From an optimization exercise on the open Yosys and OpenROAD flow, aimed at small area and a short achievable clock period; shortcuts taken in it are not production practice.
Only simulation tests tie the RTL to the original design; equivalence was not proved.
Power and IR drop assume default switching activity.

$ cat flow/design.v
`default_nettype none
package isa_pkg;
  localparam int word_width = 32;
  localparam int reg_addr_width = 5;
  localparam int num_regs = 32;
  localparam int link_register = 31;
  localparam int opcode_lsb = 26;
  localparam int opcode_width = 6;
  localparam int rs_lsb = 21;
  localparam int rt_lsb = 16;
  localparam int rd_lsb = 11;
  localparam int shamt_lsb = 6;
  localparam int shamt_width = 5;
  localparam int funct_width = 6;
  localparam int jump_index_width = 26;
  typedef logic [word_width-1:0] word_t;
  typedef logic [reg_addr_width-1:0] reg_addr_t;
  typedef enum logic [opcode_width-1:0] {
    op_special = 6'h00, op_regimm = 6'h01, op_j     = 6'h02, op_jal   = 6'h03,
    op_beq     = 6'h04, op_bne    = 6'h05, op_blez  = 6'h06, op_bgtz  = 6'h07,
    op_addi    = 6'h08, op_addiu  = 6'h09, op_slti  = 6'h0a, op_sltiu = 6'h0b,
    op_andi    = 6'h0c, op_ori    = 6'h0d, op_xori  = 6'h0e, op_lui   = 6'h0f,
    op_lb      = 6'h20, op_lh     = 6'h21, op_lw    = 6'h23, op_lbu   = 6'h24,
    op_lhu     = 6'h25, op_sb     = 6'h28, op_sh    = 6'h29, op_sw    = 6'h2b
  } opcode_t;
  typedef enum logic [funct_width-1:0] {
    fn_sll  = 6'h00, fn_srl  = 6'h02, fn_sra  = 6'h03, fn_sllv = 6'h04,
    fn_srlv = 6'h06, fn_srav = 6'h07, fn_jr   = 6'h08, fn_jalr = 6'h09,
    fn_add  = 6'h20, fn_addu = 6'h21, fn_sub  = 6'h22, fn_subu = 6'h23,
    fn_and  = 6'h24, fn_or   = 6'h25, fn_xor  = 6'h26, fn_nor  = 6'h27,
    fn_slt  = 6'h2a, fn_sltu = 6'h2b
  } funct_t;
  typedef enum logic [reg_addr_width-1:0] {
    ri_bltz   = 5'h00,
    ri_bgez   = 5'h01,
    ri_bltzal = 5'h10,
    ri_bgezal = 5'h11
  } regimm_t;
endpackage
`default_nettype wire
`default_nettype none
package decode_pkg;
  localparam int imm_width = 16;
  typedef enum logic [3:0] {
    alu_none,
    alu_add,
    alu_sub,
    alu_slt,
    alu_sltu,
    alu_and,
    alu_nor,
    alu_or,
    alu_xor,
    alu_sll,
    alu_srl,
    alu_sra,
    alu_lui
  } alu_op_t;
  typedef enum logic [1:0] {
    mem_none,
    mem_byte,
    mem_half,
    mem_word
  } mem_size_t;
  localparam int branch_kind_width = 4;
  localparam int branch_eq_bit = 0;
  localparam int branch_ne_bit = 1;
  localparam int branch_sign_bit = 2;
  localparam int branch_jump_bit = 3;
  localparam int branch_cond_width = 2;
endpackage
`default_nettype wire
`default_nettype none
module instr_decoder (
  input  isa_pkg::word_t                        instruction,
  output isa_pkg::reg_addr_t                    rs,
  output isa_pkg::reg_addr_t                    rt,
  output logic                         rs_used,
  output logic                         rt_used,
  output logic [decode_pkg::imm_width-1:0]         immediate,
  output isa_pkg::reg_addr_t                    write_register,
  output logic                         register_write,
  output decode_pkg::alu_op_t                      alu_op,
  output logic                         src1_is_shamt,
  output logic                         src1_is_pc,
  output logic                         src2_is_imm,
  output logic                         src2_is_unsigned,
  output logic                         src2_is_8,
  output logic                         mem_write,
  output logic                         is_load,
  output decode_pkg::mem_size_t                    mem_size,
  output logic                         mem_unsigned,
  output logic [decode_pkg::branch_kind_width-1:0] branch_kind,
  output logic [decode_pkg::branch_cond_width-1:0] branch_cond,
  output logic                         target_from_rs
);
  isa_pkg::opcode_t opcode;
  isa_pkg::funct_t funct;
  isa_pkg::reg_addr_t rd;
  logic [isa_pkg::shamt_width-1:0] shamt;
  decode_pkg::alu_op_t special_op;
  logic shift_by_shamt;
  logic link_dest;
  logic rt_dest;
  function automatic logic [3:0] special_alu_op(logic [5:0] f);
    case (f)
      isa_pkg::fn_add, isa_pkg::fn_addu: special_alu_op = decode_pkg::alu_add;
      isa_pkg::fn_sub, isa_pkg::fn_subu: special_alu_op = decode_pkg::alu_sub;
      isa_pkg::fn_slt: special_alu_op = decode_pkg::alu_slt;
      isa_pkg::fn_sltu: special_alu_op = decode_pkg::alu_sltu;
      isa_pkg::fn_and: special_alu_op = decode_pkg::alu_and;
      isa_pkg::fn_nor: special_alu_op = decode_pkg::alu_nor;
      isa_pkg::fn_or: special_alu_op = decode_pkg::alu_or;
      isa_pkg::fn_xor: special_alu_op = decode_pkg::alu_xor;
      isa_pkg::fn_sll, isa_pkg::fn_sllv: special_alu_op = decode_pkg::alu_sll;
      isa_pkg::fn_srl, isa_pkg::fn_srlv: special_alu_op = decode_pkg::alu_srl;
      isa_pkg::fn_sra, isa_pkg::fn_srav: special_alu_op = decode_pkg::alu_sra;
      default: special_alu_op = decode_pkg::alu_none;
    endcase
  endfunction
  function automatic logic [1:0] access_size(logic [5:0] op);
    case (op)
      isa_pkg::op_lb, isa_pkg::op_lbu, isa_pkg::op_sb: access_size = decode_pkg::mem_byte;
      isa_pkg::op_lh, isa_pkg::op_lhu, isa_pkg::op_sh: access_size = decode_pkg::mem_half;
      default: access_size = decode_pkg::mem_word;
    endcase
  endfunction
  assign opcode = isa_pkg::opcode_t'(instruction[isa_pkg::opcode_lsb +: isa_pkg::opcode_width]);
  assign funct = isa_pkg::funct_t'(instruction[isa_pkg::funct_width-1:0]);
  assign rs = instruction[isa_pkg::rs_lsb +: isa_pkg::reg_addr_width];
  assign rt = instruction[isa_pkg::rt_lsb +: isa_pkg::reg_addr_width];
  assign rd = instruction[isa_pkg::rd_lsb +: isa_pkg::reg_addr_width];
  assign shamt = instruction[isa_pkg::shamt_lsb +: isa_pkg::shamt_width];
  assign immediate = instruction[decode_pkg::imm_width-1:0];
  assign special_op = decode_pkg::alu_op_t'(special_alu_op(funct));
  assign shift_by_shamt = (funct == isa_pkg::fn_sll || funct == isa_pkg::fn_srl || funct == isa_pkg::fn_sra);
  always_comb begin
    alu_op = decode_pkg::alu_none;
    rs_used = 1'b0;
    rt_used = 1'b0;
    register_write = 1'b0;
    link_dest = 1'b0;
    rt_dest = 1'b0;
    src1_is_shamt = 1'b0;
    src1_is_pc = 1'b0;
    src2_is_imm = 1'b0;
    src2_is_unsigned = 1'b0;
    src2_is_8 = 1'b0;
    mem_write = 1'b0;
    is_load = 1'b0;
    mem_size = decode_pkg::mem_none;
    mem_unsigned = 1'b0;
    branch_kind = '0;
    branch_cond = '0;
    target_from_rs = 1'b0;
    case (opcode)
      isa_pkg::op_special: begin
        if (funct == isa_pkg::fn_jr || funct == isa_pkg::fn_jalr) begin
          if (rt == '0 && shamt == '0 && (funct == isa_pkg::fn_jalr || rd == '0)) begin
            rs_used = 1'b1;
            target_from_rs = 1'b1;
            branch_kind[decode_pkg::branch_jump_bit] = 1'b1;
            link_dest = (funct == isa_pkg::fn_jalr);
          end
        end else if (special_op != decode_pkg::alu_none && (shift_by_shamt ? rs == '0 : shamt == '0)) begin
          alu_op = special_op;
          register_write = 1'b1;
          rs_used = !shift_by_shamt;
          rt_used = 1'b1;
          src1_is_shamt = shift_by_shamt;
        end
      end
      isa_pkg::op_regimm: begin
        if ((rt == isa_pkg::ri_bltz || rt == isa_pkg::ri_bgez || rt == isa_pkg::ri_bltzal || rt == isa_pkg::ri_bgezal)) begin
          rs_used = 1'b1;
          branch_kind[decode_pkg::branch_sign_bit] = 1'b1;
          branch_cond = {1'b0, rt == isa_pkg::ri_bgez || rt == isa_pkg::ri_bgezal};
          link_dest = (rt == isa_pkg::ri_bltzal || rt == isa_pkg::ri_bgezal);
        end
      end
      isa_pkg::op_j, isa_pkg::op_jal: begin
        branch_kind[decode_pkg::branch_jump_bit] = 1'b1;
        link_dest = (opcode == isa_pkg::op_jal);
      end
      isa_pkg::op_beq, isa_pkg::op_bne: begin
        rs_used = 1'b1;
        rt_used = 1'b1;
        branch_kind[decode_pkg::branch_eq_bit] = (opcode == isa_pkg::op_beq);
        branch_kind[decode_pkg::branch_ne_bit] = (opcode == isa_pkg::op_bne);
      end
      isa_pkg::op_blez, isa_pkg::op_bgtz: begin
        if (rt == '0) begin
          rs_used = 1'b1;
          branch_kind[decode_pkg::branch_sign_bit] = 1'b1;
          branch_cond = {1'b1, opcode == isa_pkg::op_bgtz};
        end
      end
      isa_pkg::op_addi, isa_pkg::op_addiu, isa_pkg::op_slti, isa_pkg::op_sltiu, isa_pkg::op_andi, isa_pkg::op_ori, isa_pkg::op_xori: begin
        rs_used = 1'b1;
        src2_is_imm = 1'b1;
        register_write = 1'b1;
        rt_dest = 1'b1;
        src2_is_unsigned = (opcode == isa_pkg::op_andi || opcode == isa_pkg::op_ori || opcode == isa_pkg::op_xori);
        case (opcode)
          isa_pkg::op_addi, isa_pkg::op_addiu: alu_op = decode_pkg::alu_add;
          isa_pkg::op_slti: alu_op = decode_pkg::alu_slt;
          isa_pkg::op_sltiu: alu_op = decode_pkg::alu_sltu;
          isa_pkg::op_andi: alu_op = decode_pkg::alu_and;
          isa_pkg::op_ori: alu_op = decode_pkg::alu_or;
          default: alu_op = decode_pkg::alu_xor;
        endcase
      end
      isa_pkg::op_lui: begin
        if (rs == '0) begin
          alu_op = decode_pkg::alu_lui;
          src2_is_imm = 1'b1;
          register_write = 1'b1;
          rt_dest = 1'b1;
        end
      end
      isa_pkg::op_lb, isa_pkg::op_lbu, isa_pkg::op_lh, isa_pkg::op_lhu, isa_pkg::op_lw: begin
        alu_op = decode_pkg::alu_add;
        rs_used = 1'b1;
        src2_is_imm = 1'b1;
        register_write = 1'b1;
        rt_dest = 1'b1;
        is_load = 1'b1;
        mem_size = decode_pkg::mem_size_t'(access_size(opcode));
        mem_unsigned = (opcode == isa_pkg::op_lbu || opcode == isa_pkg::op_lhu);
      end
      isa_pkg::op_sb, isa_pkg::op_sh, isa_pkg::op_sw: begin
        alu_op = decode_pkg::alu_add;
        rs_used = 1'b1;
        rt_used = 1'b1;
        src2_is_imm = 1'b1;
        mem_write = 1'b1;
        mem_size = decode_pkg::mem_size_t'(access_size(opcode));
      end
      default: begin
      end
    endcase
    if (link_dest) begin
      alu_op = decode_pkg::alu_add;
      register_write = 1'b1;
      src1_is_pc = 1'b1;
      src2_is_8 = 1'b1;
    end
  end
  assign write_register = link_dest ? isa_pkg::reg_addr_t'(isa_pkg::link_register) : rt_dest ? rt : rd;
endmodule
`default_nettype wire
`default_nettype none
module rf_aoi222 (
  input  logic a0, s0, a1, s1, a2, s2,
  output logic y
);
  assign y = !((a0 && s0) || (a1 && s1) || (a2 && s2));
endmodule
module rf_read_bit (
  input  logic [31:1] d,
  input  logic [31:1] s,
  output logic        y
);
  logic [10:0] t;
  for (genvar g = 0; g < 10; g++) begin : g_aoi
    rf_aoi222 aoi_i (
      .a0(d[3*g+1]), .s0(s[3*g+1]),
      .a1(d[3*g+2]), .s1(s[3*g+2]),
      .a2(d[3*g+3]), .s2(s[3*g+3]),
      .y (t[g])
    );
  end
  assign t[10] = !(d[31] && s[31]);
  assign y = !(&t);
endmodule
module gate_xnor2 (input logic a, input logic b, output logic y);
  assign y = !(a ^ b);
endmodule
module gate_nand2 (input logic a, input logic b, output logic y);
  assign y = !(a && b);
endmodule
module gate_nor2 (input logic a, input logic b, output logic y);
  assign y = !(a || b);
endmodule
module gate_nand3 (input logic a, input logic b, input logic c, output logic y);
  assign y = !(a && b && c);
endmodule
module gate_nand4 (input logic a, input logic b, input logic c, input logic d, output logic y);
  assign y = !(a && b && c && d);
endmodule
module gate_and2 (input logic a, input logic b, output logic y);
  assign y = a && b;
endmodule
module gate_a22oi (input logic a1, input logic a2, input logic b1, input logic b2, output logic y);
  assign y = !((a1 && a2) || (b1 && b2));
endmodule
module eq32 (
  input  isa_pkg::word_t a,
  input  isa_pkg::word_t b,
  output logic           y,
  output logic           n
);
  logic [31:0] e;
  logic [15:0] d1;
  logic [7:0] e2;
  logic [3:0] d3;
  logic [1:0] e4;
  for (genvar k = 0; k < 32; k++) begin : g_x
    gate_xnor2 x_i (.a(a[k]), .b(b[k]), .y(e[k]));
  end
  for (genvar k = 0; k < 16; k++) begin : g_1
    gate_nand2 n_i (.a(e[2*k]), .b(e[2*k+1]), .y(d1[k]));
  end
  for (genvar k = 0; k < 8; k++) begin : g_2
    gate_nor2 n_i (.a(d1[2*k]), .b(d1[2*k+1]), .y(e2[k]));
  end
  for (genvar k = 0; k < 4; k++) begin : g_3
    gate_nand2 n_i (.a(e2[2*k]), .b(e2[2*k+1]), .y(d3[k]));
  end
  for (genvar k = 0; k < 2; k++) begin : g_4
    gate_nor2 n_i (.a(d3[2*k]), .b(d3[2*k+1]), .y(e4[k]));
  end
  gate_and2 y_i (.a(e4[0]), .b(e4[1]), .y(y));
  gate_nand2 n_i (.a(e4[0]), .b(e4[1]), .y(n));
endmodule
module zero32 (
  input  isa_pkg::word_t a,
  output logic           y
);
  logic [15:0] z1;
  logic [7:0] n2;
  logic [3:0] z3;
  logic [1:0] n4;
  for (genvar k = 0; k < 16; k++) begin : g_1
    gate_nor2 n_i (.a(a[2*k]), .b(a[2*k+1]), .y(z1[k]));
  end
  for (genvar k = 0; k < 8; k++) begin : g_2
    gate_nand2 n_i (.a(z1[2*k]), .b(z1[2*k+1]), .y(n2[k]));
  end
  for (genvar k = 0; k < 4; k++) begin : g_3
    gate_nor2 n_i (.a(n2[2*k]), .b(n2[2*k+1]), .y(z3[k]));
  end
  for (genvar k = 0; k < 2; k++) begin : g_4
    gate_nand2 n_i (.a(z3[2*k]), .b(z3[2*k+1]), .y(n4[k]));
  end
  gate_nor2 n5_i (.a(n4[0]), .b(n4[1]), .y(y));
endmodule
module forward_match (
  input  logic               write_enable,
  input  isa_pkg::reg_addr_t write_register,
  input  isa_pkg::reg_addr_t read_register,
  input  logic               read_nonzero,
  output logic               y
);
  logic [4:0] same;
  logic low_differs;
  logic high_differs;
  for (genvar k = 0; k < 5; k++) begin : g_x
    gate_xnor2 x_i (.a(write_register[k]), .b(read_register[k]), .y(same[k]));
  end
  gate_nand3 low_i (.a(same[0]), .b(same[1]), .c(same[2]), .y(low_differs));
  gate_nand4 high_i (.a(same[3]), .b(same[4]), .c(write_enable), .d(read_nonzero), .y(high_differs));
  gate_nor2 y_i (.a(low_differs), .b(high_differs), .y(y));
endmodule
module sign_outcome (
  input  logic [decode_pkg::branch_kind_width-1:0] kind,
  input  logic [decode_pkg::branch_cond_width-1:0] cond,
  input  logic negative,
  input  logic nonzero,
  output logic outcome
);
  logic sign;
  assign sign = kind[decode_pkg::branch_sign_bit];
  assign outcome = kind[decode_pkg::branch_jump_bit] ||
                   (sign && cond == 2'b00 && negative) ||
                   (sign && cond == 2'b01 && !negative) ||
                   (sign && cond == 2'b10 && (negative || !nonzero)) ||
                   (sign && cond == 2'b11 && !negative && nonzero);
endmodule
module branch_early (
  input  logic [decode_pkg::branch_kind_width-1:0] kind,
  input  logic [decode_pkg::branch_cond_width-1:0] cond,
  input  logic wb_negative,
  output logic eq_kind,
  output logic ne_kind,
  output logic blez_kind,
  output logic bgtz_positive,
  output logic wb_outcome
);
  logic jump;
  logic bltz;
  logic bgez;
  logic bgtz;
  assign jump = kind[decode_pkg::branch_jump_bit];
  assign eq_kind = kind[decode_pkg::branch_eq_bit];
  assign ne_kind = kind[decode_pkg::branch_ne_bit];
  assign bltz = kind[decode_pkg::branch_sign_bit] && cond == 2'b00;
  assign bgez = kind[decode_pkg::branch_sign_bit] && cond == 2'b01;
  assign blez_kind = kind[decode_pkg::branch_sign_bit] && cond == 2'b10;
  assign bgtz = kind[decode_pkg::branch_sign_bit] && cond == 2'b11;
  assign wb_outcome = jump || (bltz && wb_negative) || (bgez && !wb_negative) ||
                      (blez_kind && wb_negative);
  assign bgtz_positive = bgtz && !wb_negative;
endmodule
module gate_mux2i (input logic s, input logic a0, input logic a1, output logic y);
  assign y = !(s ? a1 : a0);
endmodule
module branch_mid (
  input  logic rs_forward,
  input  logic rt_forward,
  input  logic eq_kind,
  input  logic ne_kind,
  input  logic blez_kind,
  input  logic bgtz_positive,
  input  logic rs_outcome,
  input  logic wb_outcome,
  output logic array_equal,
  output logic array_unequal,
  output logic rs_wb_equal,
  output logic rs_wb_unequal,
  output logic wb_rt_equal,
  output logic wb_rt_unequal,
  output logic wb_zero,
  output logic wb_nonzero
);
  logic c00;
  logic c01;
  logic c10;
  logic c11;
  logic base;
  assign c00 = !rs_forward && !rt_forward;
  assign c01 = !rs_forward && rt_forward;
  assign c10 = rs_forward && !rt_forward;
  assign c11 = rs_forward && rt_forward;
  assign base = (!rs_forward && rs_outcome) || (rs_forward && wb_outcome) || (c11 && eq_kind);
  assign array_equal = (base || (c00 && eq_kind));
  assign array_unequal = (base || (c00 && ne_kind));
  assign rs_wb_equal = (base || (c01 && eq_kind));
  assign rs_wb_unequal = (base || (c01 && ne_kind));
  assign wb_rt_equal = (base || (c10 && eq_kind));
  assign wb_rt_unequal = (base || (c10 && ne_kind));
  assign wb_zero = (base || (rs_forward && blez_kind));
  assign wb_nonzero = (base || (rs_forward && bgtz_positive));
endmodule
module gate_a41oi (input logic a1, input logic a2, input logic a3, input logic a4, input logic b1,
                   output logic y);
  assign y = !((a1 && a2 && a3 && a4) || b1);
endmodule
module branch_late (
  input  logic invalid,
  input  logic eq_array,
  input  logic eq_rs_wb,
  input  logic eq_wb_rt,
  input  logic ne_array,
  input  logic ne_rs_wb,
  input  logic ne_wb_rt,
  input  logic wb_data_zero,
  input  logic array_equal,
  input  logic array_unequal,
  input  logic rs_wb_equal,
  input  logic rs_wb_unequal,
  input  logic wb_rt_equal,
  input  logic wb_rt_unequal,
  input  logic wb_zero,
  input  logic wb_nonzero,
  output logic taken
);
  logic [3:0] not_taken;
  gate_a22oi array_i (.a1(eq_array), .a2(array_equal), .b1(ne_array), .b2(array_unequal), .y(not_taken[0]));
  gate_a22oi rs_wb_i (.a1(eq_rs_wb), .a2(rs_wb_equal), .b1(ne_rs_wb), .b2(rs_wb_unequal), .y(not_taken[1]));
  gate_a22oi wb_rt_i (.a1(eq_wb_rt), .a2(wb_rt_equal), .b1(ne_wb_rt), .b2(wb_rt_unequal), .y(not_taken[2]));
  gate_mux2i zero_i (.s(wb_data_zero), .a0(wb_nonzero), .a1(wb_zero), .y(not_taken[3]));
  gate_a41oi taken_i (.a1(not_taken[0]), .a2(not_taken[1]), .a3(not_taken[2]), .a4(not_taken[3]),
                     .b1(invalid), .y(taken));
endmodule
module decode_stage (
  input  logic                 clock,
  input  logic                 reset,
  input  logic                 if_valid,
  input  isa_pkg::word_t                if_instruction,
  input  isa_pkg::word_t                if_pc,
  input  logic                 ex_allow_in,
  input  logic                 ex_write_valid,
  input  isa_pkg::reg_addr_t            ex_write_register,
  input  logic                 wb_write_enable,
  input  isa_pkg::reg_addr_t            wb_write_register,
  input  isa_pkg::word_t                wb_write_data,
  output logic                 allow_in,
  output logic                 branch_taken,
  output isa_pkg::word_t                branch_target,
  output logic                 ex_valid,
  output isa_pkg::word_t                ex_pc,
  output isa_pkg::word_t                ex_rs_value,
  output isa_pkg::word_t                ex_rt_value,
  output logic [decode_pkg::imm_width-1:0] ex_immediate,
  output isa_pkg::reg_addr_t            ex_dest_register,
  output logic                 ex_register_write,
  output decode_pkg::alu_op_t              ex_alu_op,
  output logic                 ex_src1_is_shamt,
  output logic                 ex_src1_is_pc,
  output logic                 ex_src2_is_imm,
  output logic                 ex_src2_is_unsigned,
  output logic                 ex_src2_is_8,
  output logic                 ex_mem_write,
  output logic                 ex_is_load,
  output decode_pkg::mem_size_t            ex_mem_size,
  output logic                 ex_mem_unsigned
);
  logic valid;
  logic load;
  isa_pkg::reg_addr_t rs;
  isa_pkg::reg_addr_t rt;
  logic rs_used;
  logic rt_used;
  logic hazard;
  logic [decode_pkg::branch_kind_width-1:0] branch_kind;
  logic [decode_pkg::branch_cond_width-1:0] branch_cond;
  logic target_from_rs;
  isa_pkg::word_t static_target;
  isa_pkg::reg_addr_t if_rs;
  isa_pkg::reg_addr_t if_rt;
  logic if_rs_used;
  logic if_rt_used;
  logic [15:0] if_immediate;
  isa_pkg::reg_addr_t if_dest_register;
  logic if_register_write;
  decode_pkg::alu_op_t if_alu_op;
  logic if_src1_is_shamt;
  logic if_src1_is_pc;
  logic if_src2_is_imm;
  logic if_src2_is_unsigned;
  logic if_src2_is_8;
  logic if_mem_write;
  logic if_is_load;
  decode_pkg::mem_size_t if_mem_size;
  logic if_mem_unsigned;
  logic [decode_pkg::branch_kind_width-1:0] if_branch_kind;
  logic [decode_pkg::branch_cond_width-1:0] if_branch_cond;
  logic if_target_from_rs;
  isa_pkg::word_t if_static_target;
  instr_decoder instr_decoder_i (
    .instruction      (if_instruction),
    .rs               (if_rs),
    .rt               (if_rt),
    .rs_used          (if_rs_used),
    .rt_used          (if_rt_used),
    .immediate        (if_immediate),
    .write_register   (if_dest_register),
    .register_write   (if_register_write),
    .alu_op           (if_alu_op),
    .src1_is_shamt    (if_src1_is_shamt),
    .src1_is_pc       (if_src1_is_pc),
    .src2_is_imm      (if_src2_is_imm),
    .src2_is_unsigned (if_src2_is_unsigned),
    .src2_is_8        (if_src2_is_8),
    .mem_write        (if_mem_write),
    .is_load          (if_is_load),
    .mem_size         (if_mem_size),
    .mem_unsigned     (if_mem_unsigned),
    .branch_kind      (if_branch_kind),
    .branch_cond      (if_branch_cond),
    .target_from_rs   (if_target_from_rs)
  );
  logic [30:0] if_branch_sum;
  logic [3:0] if_jump_region;
  assign if_branch_sum = {if_pc[31:2], 1'b1} + {{14{if_instruction[15]}}, if_instruction[15:0], 1'b1};
  assign if_jump_region = if_pc[31:28] + 4'(&if_pc[27:2]);
  assign if_static_target = (if_instruction[31:27] == 5'b00001) ?
                              {if_jump_region, if_instruction[25:0], 2'b00} :
                              {if_branch_sum[30:1], if_pc[1:0]};
  logic rs_hazard;
  logic rt_hazard;
  forward_match rs_hazard_i (.write_enable(ex_write_valid), .write_register(ex_write_register),
                             .read_register(rs), .read_nonzero(rs_used), .y(rs_hazard));
  forward_match rt_hazard_i (.write_enable(ex_write_valid), .write_register(ex_write_register),
                             .read_register(rt), .read_nonzero(rt_used), .y(rt_hazard));
  assign hazard = rs_hazard || rt_hazard;
  assign allow_in = !valid || (!hazard && ex_allow_in);
  assign ex_valid = valid && !hazard;
  assign load = if_valid && allow_in;
  always_ff @(posedge clock) begin
    if (reset) begin
      valid <= 1'b0;
    end else if (allow_in) begin
      valid <= if_valid;
    end
  end
  always_ff @(posedge clock) begin
    if (load) begin
      ex_pc <= if_pc;
      rs <= if_rs;
      rt <= if_rt;
      rs_used <= if_rs_used && if_rs != '0;
      rt_used <= if_rt_used && if_rt != '0;
      ex_immediate <= if_immediate;
      ex_dest_register <= if_dest_register;
      ex_register_write <= if_register_write;
      ex_alu_op <= if_alu_op;
      ex_src1_is_shamt <= if_src1_is_shamt;
      ex_src1_is_pc <= if_src1_is_pc;
      ex_src2_is_imm <= if_src2_is_imm;
      ex_src2_is_unsigned <= if_src2_is_unsigned;
      ex_mem_write <= if_mem_write;
      ex_is_load <= if_is_load;
      ex_mem_size <= if_mem_size;
      ex_mem_unsigned <= if_mem_unsigned;
      branch_kind <= if_branch_kind;
      branch_cond <= if_branch_cond;
      target_from_rs <= if_target_from_rs;
      static_target[31:2] <= if_static_target[31:2];
    end
  end
  assign ex_src2_is_8 = ex_src1_is_pc;
  assign static_target[1:0] = branch_kind[decode_pkg::branch_jump_bit] ? 2'b00 : ex_pc[1:0];
  isa_pkg::word_t registers [1:31];
  logic [31:1] write_select;
  logic [31:1] if_rs_select;
  logic [31:1] if_rt_select;
  for (genvar r = 1; r < 32; r++) begin : g_reg
    assign write_select[r] = wb_write_enable && (wb_write_register == 5'(r));
    assign if_rs_select[r] = (if_rs == 5'(r));
    assign if_rt_select[r] = (if_rt == 5'(r));
    always_ff @(posedge clock) begin
      if (write_select[r]) begin
        registers[r] <= wb_write_data;
      end
    end
  end
  isa_pkg::word_t if_rs_array_value;
  isa_pkg::word_t if_rt_array_value;
  for (genvar b = 0; b < 32; b++) begin : g_read
    logic [31:1] column;
    for (genvar r = 1; r < 32; r++) begin : g_col
      assign column[r] = registers[r][b];
    end
    rf_read_bit rs_bit_i (.d(column), .s(if_rs_select), .y(if_rs_array_value[b]));
    rf_read_bit rt_bit_i (.d(column), .s(if_rt_select), .y(if_rt_array_value[b]));
  end
  logic wb_nonzero;
  logic rs_field_nonzero;
  logic rt_field_nonzero;
  assign rs_field_nonzero = (rs != '0);
  assign rt_field_nonzero = (rt != '0);
  logic if_rs_forward;
  logic if_rt_forward;
  assign wb_nonzero = wb_write_enable && wb_write_register != '0;
  assign if_rs_forward = wb_nonzero && wb_write_register == if_rs;
  assign if_rt_forward = wb_nonzero && wb_write_register == if_rt;
  isa_pkg::word_t rs_array_value;
  isa_pkg::word_t rt_array_value;
  logic hold_rs_forward;
  logic hold_rt_forward;
  forward_match hold_rs_forward_i (.write_enable(wb_write_enable), .write_register(wb_write_register),
                                   .read_register(rs), .read_nonzero(rs_field_nonzero), .y(hold_rs_forward));
  forward_match hold_rt_forward_i (.write_enable(wb_write_enable), .write_register(wb_write_register),
                                   .read_register(rt), .read_nonzero(rt_field_nonzero), .y(hold_rt_forward));
  isa_pkg::word_t rs_next;
  isa_pkg::word_t rt_next;
  logic if_rs_zero;
  logic rs_zero_next;
  logic rs_zero;
  logic wb_data_zero;
  zero32 if_rs_zero_i (.a(if_rs_array_value), .y(if_rs_zero));
  zero32 wb_data_zero_i (.a(wb_write_data), .y(wb_data_zero));
  always_comb begin
    if (load) begin
      rs_next = if_rs_forward ? wb_write_data : if_rs_array_value;
      rt_next = if_rt_forward ? wb_write_data : if_rt_array_value;
      rs_zero_next = if_rs_forward ? wb_data_zero : if_rs_zero;
    end else begin
      rs_next = hold_rs_forward ? wb_write_data : rs_array_value;
      rt_next = hold_rt_forward ? wb_write_data : rt_array_value;
      rs_zero_next = hold_rs_forward ? wb_data_zero : rs_zero;
    end
  end
  always_ff @(posedge clock) begin
    rs_array_value <= rs_next;
    rt_array_value <= rt_next;
    rs_zero <= rs_zero_next;
  end
  logic [3:0] rs_forward_byte;
  logic [3:0] rt_forward_byte;
  logic [3:0] target_forward_byte;
  for (genvar k = 0; k < 4; k++) begin : g_byte
    forward_match rs_byte_i (.write_enable(wb_write_enable), .write_register(wb_write_register),
                             .read_register(rs), .read_nonzero(rs_field_nonzero), .y(rs_forward_byte[k]));
    forward_match rt_byte_i (.write_enable(wb_write_enable), .write_register(wb_write_register),
                             .read_register(rt), .read_nonzero(rt_field_nonzero), .y(rt_forward_byte[k]));
    forward_match target_byte_i (.write_enable(wb_write_enable), .write_register(wb_write_register),
                                 .read_register(rs), .read_nonzero(rs_field_nonzero), .y(target_forward_byte[k]));
    assign ex_rs_value[8*k +: 8] = rs_forward_byte[k] ? wb_write_data[8*k +: 8] : rs_array_value[8*k +: 8];
    assign ex_rt_value[8*k +: 8] = rt_forward_byte[k] ? wb_write_data[8*k +: 8] : rt_array_value[8*k +: 8];
    assign branch_target[8*k +: 8] = !target_from_rs ? static_target[8*k +: 8] :
                                     target_forward_byte[k] ? wb_write_data[8*k +: 8] : rs_array_value[8*k +: 8];
  end
  logic eq_array;
  logic eq_rs_wb;
  logic eq_wb_rt;
  logic branch_rs_forward;
  logic branch_rt_forward;
  logic ne_array;
  logic ne_rs_wb;
  logic ne_wb_rt;
  eq32 eq_array_i (.a(rs_array_value), .b(rt_array_value), .y(eq_array), .n(ne_array));
  eq32 eq_rs_wb_i (.a(rs_array_value), .b(wb_write_data), .y(eq_rs_wb), .n(ne_rs_wb));
  eq32 eq_wb_rt_i (.a(wb_write_data), .b(rt_array_value), .y(eq_wb_rt), .n(ne_wb_rt));
  forward_match branch_rs_forward_i (.write_enable(wb_write_enable), .write_register(wb_write_register),
                                     .read_register(rs), .read_nonzero(rs_field_nonzero), .y(branch_rs_forward));
  forward_match branch_rt_forward_i (.write_enable(wb_write_enable), .write_register(wb_write_register),
                                     .read_register(rt), .read_nonzero(rt_field_nonzero), .y(branch_rt_forward));
  logic eq_kind;
  logic ne_kind;
  logic blez_kind;
  logic bgtz_positive;
  logic wb_outcome;
  logic rs_outcome;
  sign_outcome rs_outcome_i (
    .kind(branch_kind), .cond(branch_cond),
    .negative(rs_array_value[31]), .nonzero(!rs_zero), .outcome(rs_outcome));
  branch_early branch_early_i (
    .kind(branch_kind), .cond(branch_cond),
    .wb_negative(wb_write_data[31]),
    .eq_kind(eq_kind), .ne_kind(ne_kind), .blez_kind(blez_kind),
    .bgtz_positive(bgtz_positive), .wb_outcome(wb_outcome));
  logic array_equal;
  logic array_unequal;
  logic rs_wb_equal;
  logic rs_wb_unequal;
  logic wb_rt_equal;
  logic wb_rt_unequal;
  logic wb_zero;
  logic wb_nonzero_taken;
  branch_mid branch_mid_i (
    .rs_forward(branch_rs_forward), .rt_forward(branch_rt_forward),
    .eq_kind(eq_kind), .ne_kind(ne_kind), .blez_kind(blez_kind),
    .bgtz_positive(bgtz_positive), .rs_outcome(rs_outcome), .wb_outcome(wb_outcome),
    .array_equal(array_equal), .array_unequal(array_unequal),
    .rs_wb_equal(rs_wb_equal), .rs_wb_unequal(rs_wb_unequal),
    .wb_rt_equal(wb_rt_equal), .wb_rt_unequal(wb_rt_unequal),
    .wb_zero(wb_zero), .wb_nonzero(wb_nonzero_taken));
  branch_late branch_late_i (
    .invalid(!ex_valid),
    .eq_array(eq_array), .eq_rs_wb(eq_rs_wb), .eq_wb_rt(eq_wb_rt),
    .ne_array(ne_array), .ne_rs_wb(ne_rs_wb), .ne_wb_rt(ne_wb_rt),
    .wb_data_zero(wb_data_zero),
    .array_equal(array_equal), .array_unequal(array_unequal),
    .rs_wb_equal(rs_wb_equal), .rs_wb_unequal(rs_wb_unequal),
    .wb_rt_equal(wb_rt_equal), .wb_rt_unequal(wb_rt_unequal),
    .wb_zero(wb_zero), .wb_nonzero(wb_nonzero_taken),
    .taken(branch_taken));
endmodule
`default_nettype wire
$ cat flow/flow/run.sh
#!/bin/bash
# Standard layout with two changes: input/output ports get the smallest
# buffer (buf_1) instead of clkdlybuf4s50_1, and CTS adds no dummy loads.
# Every tool's output goes to ORFS's own per-step logs under orfs/logs;
# make's output goes to flow_make.log here.
set -euo pipefail
export BUFFER_PORTS_ARGS="-buffer_cell sky130_fd_sc_hd__buf_1"
export CTS_ARGS="-sink_clustering_enable -repair_clock_nets -sink_clustering_size 24 -sink_clustering_max_diameter 100 -dont_use_dummy_load"
bash standard.sh > flow_make.log 2>&1
$ cat flow/standard.sh
#!/bin/bash
# synth_recipe.tcl (not shown) runs the flow's synth.tcl, then flattens the netlist and writes it again
# the make line also repeats each setting of config.mk as NAME=value (left out here)
make -C /OpenROAD-flow-scripts/flow DESIGN_CONFIG=/design/flow/config.mk WORK_HOME=/design/flow/orfs CLKGATE_MAP_FILE= SYNTH_SCRIPT=/design/flow/synth_recipe.tcl "${@:-finish}"
$ cat flow/config.mk
export PLATFORM = sky130hd
export DESIGN_NAME = decode_stage
export DESIGN_NICKNAME = decode_stage
export VERILOG_FILES = /design/flow/design.v
export SDC_FILE = /design/flow/constraint.sdc
export NUM_CORES = 4
export LEC_CHECK = 0
export CAP_MARGIN = 10
export CORE_MARGIN = 2
export CORE_UTILIZATION = 40
export SETUP_SLACK_MARGIN = 3.0
export SLEW_MARGIN = 10
export SYNTH_HIERARCHICAL = 1
$ cat flow/constraint.sdc
create_clock -name core_clock -period 7.5 [get_ports {clock}]
set_input_delay 1.5000 -clock core_clock [delete_from_list [all_inputs] [get_ports {clock}]]
set_output_delay 1.5000 -clock core_clock [all_outputs]
set_load 0.01 [all_outputs]
==> impl_metrics.json, run 1 <==
{
  "crit_required_ns": 6.00,
  "firstDrtPassIters": 14,
  "drc": 0,
  "drtIter0Drc": 9505,
  "worst_slack_ns": 2.87,
  "root_buffer": "clkbuf_16",
  "syn_area_sq_um": 52500,
  "cts_buffers": 55,
  "layout_commonest_cell": "edfxtp_1",
  "cp_num_buf_inv": 3,
  "hpwl_um": 134000,
  "fin_util_pct": 46.6,
  "grt_max_degree": 68,
  "status": "no timing/DRC/antenna violations",
  "hold_path_class": "reg2reg",
  "r2r_start": "rt[2]",
  "wl_per_cell_um": 36.7,
  "place_ws_ns": 1.79,
  "crit_slowest_cell": "mux2i_2",
  "drv_cap": 0,
  "period_needed_ns": 4.63,
  "nNetsFinal": 4042,
  "worst_pin_slew_ns": 1.26,
  "critical_path_class": "in2out",
  "synth_nets": 3573,
  "vias": 40027,
  "relSlewSlack_pct": 15.6,
  "via_per_inst": 7.10,
  "fin_skew_ns": 0.0520,
  "initial_core_util_pct": 40.4,
  "power.density_nw_per_um2": 207,
  "grt_usage_pct": 29.3,
  "arrival_ns": 3.13,
  "r2r_cells": 7,
  "worst-path-max-fanout": 18,
  "syn_avg_cell_area_sq_um": 15.3,
  "numPortBuffers": 278,
  "place_area_sq_um": 57000,
  "hold_viol": 0,
  "syn_to_final_growth_pct": 15.1,
  "htreeDepth": 2,
  "grt.overflow.total": 0,
  "final_cell_mix": "edfxtp_1, a222oi_1, buf_1, nand2_1, xnor2_1",
  "synth-warning-count": 10,
  "io_pins": 279,
  "fin_total_pwr_uw": 12500,
  "cts.sinks": 1174,
  "fillers": 11388,
  "peakVddDrop_v": 0.000191,
  "rsz0062_at_grt": "true",
  "rows": 132,
  "clk_latency_ns": 0.70,
  "core_sq_um": 130000,
  "slew_viol_final": 0,
  "crit_chain": "buf_4 -> buf_12 -> nor2_1 -> nand2_1 -> nor2_2 -> nand2_4 -> nor2_4 -> mux2i_2 -> a41oi_2 -> buf_4",
  "crit_start": "wb_write_data[25]",
  "cpPeakStageDelay_ns": 0.26,
  "finalWeightedCongestion": 0.933,
  "wirelength_um": 207000,
  "endpoint": "branch_taken",
  "crit_path_start_kind": "primary input",
  "die_h_um": 366,
  "setup-tns-final_ns": 0,
  "grt_pass1_wl_um": 285000,
  "antenna_found_initial": 14,
  "r2r_slack_ns": 3.90,
  "crit_path_frequent_cell": "buf_4",
  "finalCritPeriodShare_pct": 61.7,
  "crit_cells": 10,
  "die_area_sq_um": 134000,
  "max_freq_mhz": 216,
  "cpLargestDelayFamily": "simple AND/OR/NAND/NOR gates",
  "fin_area_sq_um": 60400,
  "cts_tree": "built",
  "die_x_um": 366,
  "r2r_end": "rs_array_value[31]",
  "synth_cells": 3423,
  "grt_pass1_vias": 38075,
  "end_kind": "primary output",
  "antenna_left": 0,
  "clk_pin_slew_ns": 0.09,
  "setup_viol": 0,
  "p_leak_uw": 0.0192,
  "drive_above_1_share_pct": 17.4,
  "clock_path_buffers": 3
}
==> routing by layer <==
layer / vias to the layer above / track usage, % / share of wire [%]
met5: - / 0 / 0.022
met2: 3447 / 46.6 / 45
met1: 19993 / 37.6 / 35
met4: 6 / 12.5 / 5.0
met3: 503 / 8.02 / 14
li1: 16078 / - / -
==> registers in the layout, summed over array words and instances, names as in the netlist, 5 cells and up <==
register	flops
ex_dest_register	5
ex_immediate	16
ex_pc	32
registers	992
rs	5
rs_array_value	32
rt	5
rt_array_value	32
static_target	30
==> per-stage QoR <==
step | hold WS, ns | instances
final | 0.536 | 5635
after global routing | 0.574 | 5634
after CTS | 0.537 | 5606
after detailed placement | 0.523 | 5509
after global placement | 0.511 | 5509
after floorplan | 0.564 | 3423
==> layout make-up <==
cell class | count | area, sq um | area share (%)
inverters | 27 | 101 | 0.168
flip-flops and latches | 1174 | 35200 | 58.3
clock buffers | 55 | 1380 | 2.28
multi-input cells | 2130 | 17600 | 29.2
well taps | 1742 | 2180 | 3.61
repair buffers | 504 | 3910 | 6.46
diodes | 3 | 7.51 | 0.0124
==> how the worst min path moves through the flow <==
stage                     start  endpoint  slack (ns)  cells after the start
after floorplan           valid     valid        0.56                      2
after global placement    valid     valid        0.51                      2
after detailed placement  valid     valid        0.52                      2
after CTS                 valid     valid        0.54                      2
after global routing      valid     valid        0.57                      2
final                     valid     valid        0.54                      2
==> where the power goes <==
group          internal, uW  switching, uW  leakage [uW]
combinational           584           1060       0.00783
clock                  1310           2020      0.000678
sequential             7400            137        0.0107
==> timing repair <==
item / in CTS / in global routing
setup endpoints to repair: 106 / 76
hold buffers: 0 / 0
pin swaps: 28 / 22
gates cloned: 13 / 8
setup buffers: 29 / 18
gates resized for setup: 201 / 84
==> tightest hold or removal path: stages, from the launching register on <==
cell     delay [ns]
dfxtp_1        0.35
nand2_1        0.09
a21oi_1        0.06
==> run 2, diff against run 1 <==
--- a/flow/design.v
+++ b/flow/design.v
@@ -325,25 +325,23 @@
 endmodule
 module zero32 (
   input  isa_pkg::word_t a,
-  output logic           y
+  output logic           y,
+  output logic           n
 );
   logic [15:0] z1;
-  logic [7:0] n2;
-  logic [3:0] z3;
-  logic [1:0] n4;
+  logic [3:0] n2;
+  logic [1:0] z3;
   for (genvar k = 0; k < 16; k++) begin : g_1
     gate_nor2 n_i (.a(a[2*k]), .b(a[2*k+1]), .y(z1[k]));
   end
-  for (genvar k = 0; k < 8; k++) begin : g_2
-    gate_nand2 n_i (.a(z1[2*k]), .b(z1[2*k+1]), .y(n2[k]));
+  for (genvar k = 0; k < 4; k++) begin : g_2
+    gate_nand4 n_i (.a(z1[4*k]), .b(z1[4*k+1]), .c(z1[4*k+2]), .d(z1[4*k+3]), .y(n2[k]));
   end
-  for (genvar k = 0; k < 4; k++) begin : g_3
+  for (genvar k = 0; k < 2; k++) begin : g_3
     gate_nor2 n_i (.a(n2[2*k]), .b(n2[2*k+1]), .y(z3[k]));
   end
-  for (genvar k = 0; k < 2; k++) begin : g_4
-    gate_nand2 n_i (.a(z3[2*k]), .b(z3[2*k+1]), .y(n4[k]));
-  end
-  gate_nor2 n5_i (.a(n4[0]), .b(n4[1]), .y(y));
+  gate_and2 y_i (.a(z3[0]), .b(z3[1]), .y(y));
+  gate_nand2 n_i (.a(z3[0]), .b(z3[1]), .y(n));
 endmodule
 module forward_match (
   input  logic               write_enable,
@@ -402,9 +400,6 @@
                       (blez_kind && wb_negative);
   assign bgtz_positive = bgtz && !wb_negative;
 endmodule
-module gate_mux2i (input logic s, input logic a0, input logic a1, output logic y);
-  assign y = !(s ? a1 : a0);
-endmodule
 module branch_mid (
   input  logic rs_forward,
   input  logic rt_forward,
@@ -455,6 +450,7 @@
   input  logic ne_rs_wb,
   input  logic ne_wb_rt,
   input  logic wb_data_zero,
+  input  logic wb_data_nonzero,
   input  logic array_equal,
   input  logic array_unequal,
   input  logic rs_wb_equal,
@@ -469,7 +465,7 @@
   gate_a22oi array_i (.a1(eq_array), .a2(array_equal), .b1(ne_array), .b2(array_unequal), .y(not_taken[0]));
   gate_a22oi rs_wb_i (.a1(eq_rs_wb), .a2(rs_wb_equal), .b1(ne_rs_wb), .b2(rs_wb_unequal), .y(not_taken[1]));
   gate_a22oi wb_rt_i (.a1(eq_wb_rt), .a2(wb_rt_equal), .b1(ne_wb_rt), .b2(wb_rt_unequal), .y(not_taken[2]));
-  gate_mux2i zero_i (.s(wb_data_zero), .a0(wb_nonzero), .a1(wb_zero), .y(not_taken[3]));
+  gate_a22oi zero_i (.a1(wb_data_zero), .a2(wb_zero), .b1(wb_data_nonzero), .b2(wb_nonzero), .y(not_taken[3]));
   gate_a41oi taken_i (.a1(not_taken[0]), .a2(not_taken[1]), .a3(not_taken[2]), .a4(not_taken[3]),
                      .b1(invalid), .y(taken));
 endmodule
@@ -660,8 +656,9 @@
   logic rs_zero_next;
   logic rs_zero;
   logic wb_data_zero;
-  zero32 if_rs_zero_i (.a(if_rs_array_value), .y(if_rs_zero));
-  zero32 wb_data_zero_i (.a(wb_write_data), .y(wb_data_zero));
+  logic wb_data_nonzero;
+  zero32 if_rs_zero_i (.a(if_rs_array_value), .y(if_rs_zero), .n());
+  zero32 wb_data_zero_i (.a(wb_write_data), .y(wb_data_zero), .n(wb_data_nonzero));
   always_comb begin
     if (load) begin
       rs_next = if_rs_forward ? wb_write_data : if_rs_array_value;
@@ -742,7 +739,7 @@
     .invalid(!ex_valid),
     .eq_array(eq_array), .eq_rs_wb(eq_rs_wb), .eq_wb_rt(eq_wb_rt),
     .ne_array(ne_array), .ne_rs_wb(ne_rs_wb), .ne_wb_rt(ne_wb_rt),
-    .wb_data_zero(wb_data_zero),
+    .wb_data_zero(wb_data_zero), .wb_data_nonzero(wb_data_nonzero),
     .array_equal(array_equal), .array_unequal(array_unequal),
     .rs_wb_equal(rs_wb_equal), .rs_wb_unequal(rs_wb_unequal),
     .wb_rt_equal(wb_rt_equal), .wb_rt_unequal(wb_rt_unequal),
==> impl_metrics.json, run 2 <==
{
  "drv_cap": 0,
  "fin_util_pct": 46.4,
  "slew_viol_final": 0,
  "layout_commonest_cell": "edfxtp_1",
  "drc": 0,
  "grt_usage_pct": 29.1,
  "end_kind": "primary output",
  "grt_pass1_wl_um": 283000,
  "fin_skew_ns": 0.0574,
  "clock_path_buffers": 3,
  "htreeDepth": 2,
  "regMostFlops": "registers",
  "final_cell_mix": "edfxtp_1, a222oi_1, buf_1, xnor2_1, nand2_1",
  "via_per_inst": 7.09,
  "finalCritPeriodShare_pct": 61.2,
  "grt_max_degree": 65,
  "worst_slack_ns": 2.91,
  "syn_avg_cell_area_sq_um": 15.4,
  "synth-warning-count": 10,
  "cts.sinks": 1174,
  "power.density_nw_per_um2": 208,
  "clk_pin_slew_ns": 0.07,
  "rows": 132,
  "antenna_found_initial": 20,
  "holdBufCountCts": 0,
  "fin_total_pwr_uw": 12500,
  "die_x_um": 366,
  "max_freq_mhz": 218,
  "syn_to_final_growth_pct": 14.7,
  "worst-path-max-fanout": 5,
  "arrival_ns": 3.09,
  "hold_path_class": "reg2reg",
  "hold_viol": 0,
  "syn_area_sq_um": 52500,
  "nNetsFinal": 4028,
  "hpwl_um": 130000,
  "rsz0062_at_grt": "true",
  "p_leak_uw": 0.0190,
  "setup-tns-final_ns": 0,
  "period_needed_ns": 4.59,
  "worst_pin_slew_ns": 1.36,
  "grt.overflow.total": 0,
  "status": "no timing/DRC/antenna violations",
  "critical_path_class": "in2out",
  "instances_no_fill": 5622,
  "grt_pass1_vias": 37355,
  "finalWeightedCongestion": 0.934,
  "clk_latency_ns": 0.71,
  "cts_tree": "built",
  "synth_cells": 3408,
  "crit_path_start_kind": "primary input",
  "antenna_left": 0,
  "vias": 39888,
  "place_ws_ns": 1.89,
  "numPortBuffers": 278,
  "setup_viol": 0,
  "drtIter0Drc": 9709,
  "largest_reg_flops": 992,
  "relSlewSlack_pct": 9.37,
  "die_h_um": 366,
  "fillers": 11431,
  "io_pins": 279,
  "crit_required_ns": 6.00,
  "peakVddDrop_v": 0.000189,
  "wirelength_um": 206000,
  "cts_buffers": 55,
  "synth_nets": 3558,
  "root_buffer": "clkbuf_16",
  "drive_above_1_share_pct": 16.8,
  "initial_core_util_pct": 40.4,
  "core_sq_um": 130000,
  "wl_per_cell_um": 36.6,
  "firstDrtPassIters": 15,
  "place_inst": 5487,
  "die_area_sq_um": 134000
}
run 2: path summary, 6_finish.rpt:
path / endpoint / slack, ns / from / cells after the start
worst min register to register: valid / 0.54 / valid / 2
worst max-delay path: branch_taken / 2.91 / wb_write_data[25] / 11
worst min-delay path: valid / 0.54 / valid / 2
worst max register to register: rs_array_value[4] / 3.61 / rs[2] / 9
run 2: what timing repair did:
item	in CTS	in global routing
setup buffers	38	13
gates resized for setup	160	75
pin swaps	28	19
cloned	17	8
hold endpoints to repair	0	0
endpoints found under the setup margin	98	39
run 2: layer usage:
| metal | vias up | global-route usage, % | routed length [um] |
|---|---|---|---|
| li1 | 16059 | - | - |
| met1 | 19954 | 38.1 | 73300 |
| met2 | 3376 | 47.0 | 95000 |
| met3 | 483 | 7.81 | 29000 |
| met4 | 16 | 9.65 | 8220 |
| met5 | - | 0 | 91 |
run 2: critical path, stage by stage:
cell and delay, ns:
clkbuf_8 0.15, buf_12 0.15, xnor2_2 0.12, nand2_1 0.09, nor2_1 0.12, nand2_1 0.09
nor2_4 0.22, and2_4 0.18, a22oi_2 0.07, a41oi_2 0.21, buf_4 0.17
run 2: layout make-up:
type / count / area [sq um] / share of cell area, %
Antenna cell: 4 / 10.0 / 0.0166
Clock buffer: 55 / 1380 / 2.29
Inverter: 27 / 101 / 0.168
Multi-Input combinational cell: 2120 / 17600 / 29.2
Sequential cell: 1174 / 35200 / 58.6
Tap cell: 1742 / 2180 / 3.62
Timing Repair Buffer: 500 / 3700 / 6.15
run 2: per-stage QoR:
step,instance area [sq um],hold WS (ns)
finish,60200,0.538
CTS,59600,0.538
floorplan,52500,0.564
global route,60200,0.586
detailed placement,56900,0.528
global placement,56900,0.519
run 2: power by group:
part | total (uW) | switching [uW] | internal (uW)
clock | 3350 | 2040 | 1310
combinational | 1620 | 1050 | 562
sequential | 7530 | 133 | 7400
total | 12500 | 3230 | 9270

==> re-timing with driven ports <==
The flow's constraints put no driver on any port. The routed layouts listed below were extracted and timed again, unchanged, in two steps.
Step 1 assumes that a clkbuf_16 drives the clock port and a buf_2 every other input.
Step 2, shift: input delay + t, output delay - t, t = (earliest + latest rising clock arrival at the registers) / 2. This alone moves slack from input paths to output paths.
Three values: ideal ports, drivers, drivers and shift; two values: the first two.
run	shift t [ns]	setup WS [ns]	worst slew at a driven data input, ns
run 1	0.752	2.874 / 2.718 / 2.238	0.21
run 2	0.766	2.909 / 2.630 / 2.371	0.34
After both steps every run listed still meets setup and hold. For run 1, which loses most, drivers alone change the setup slack by -0.156 ns; drivers and shift together by -0.636 ns.
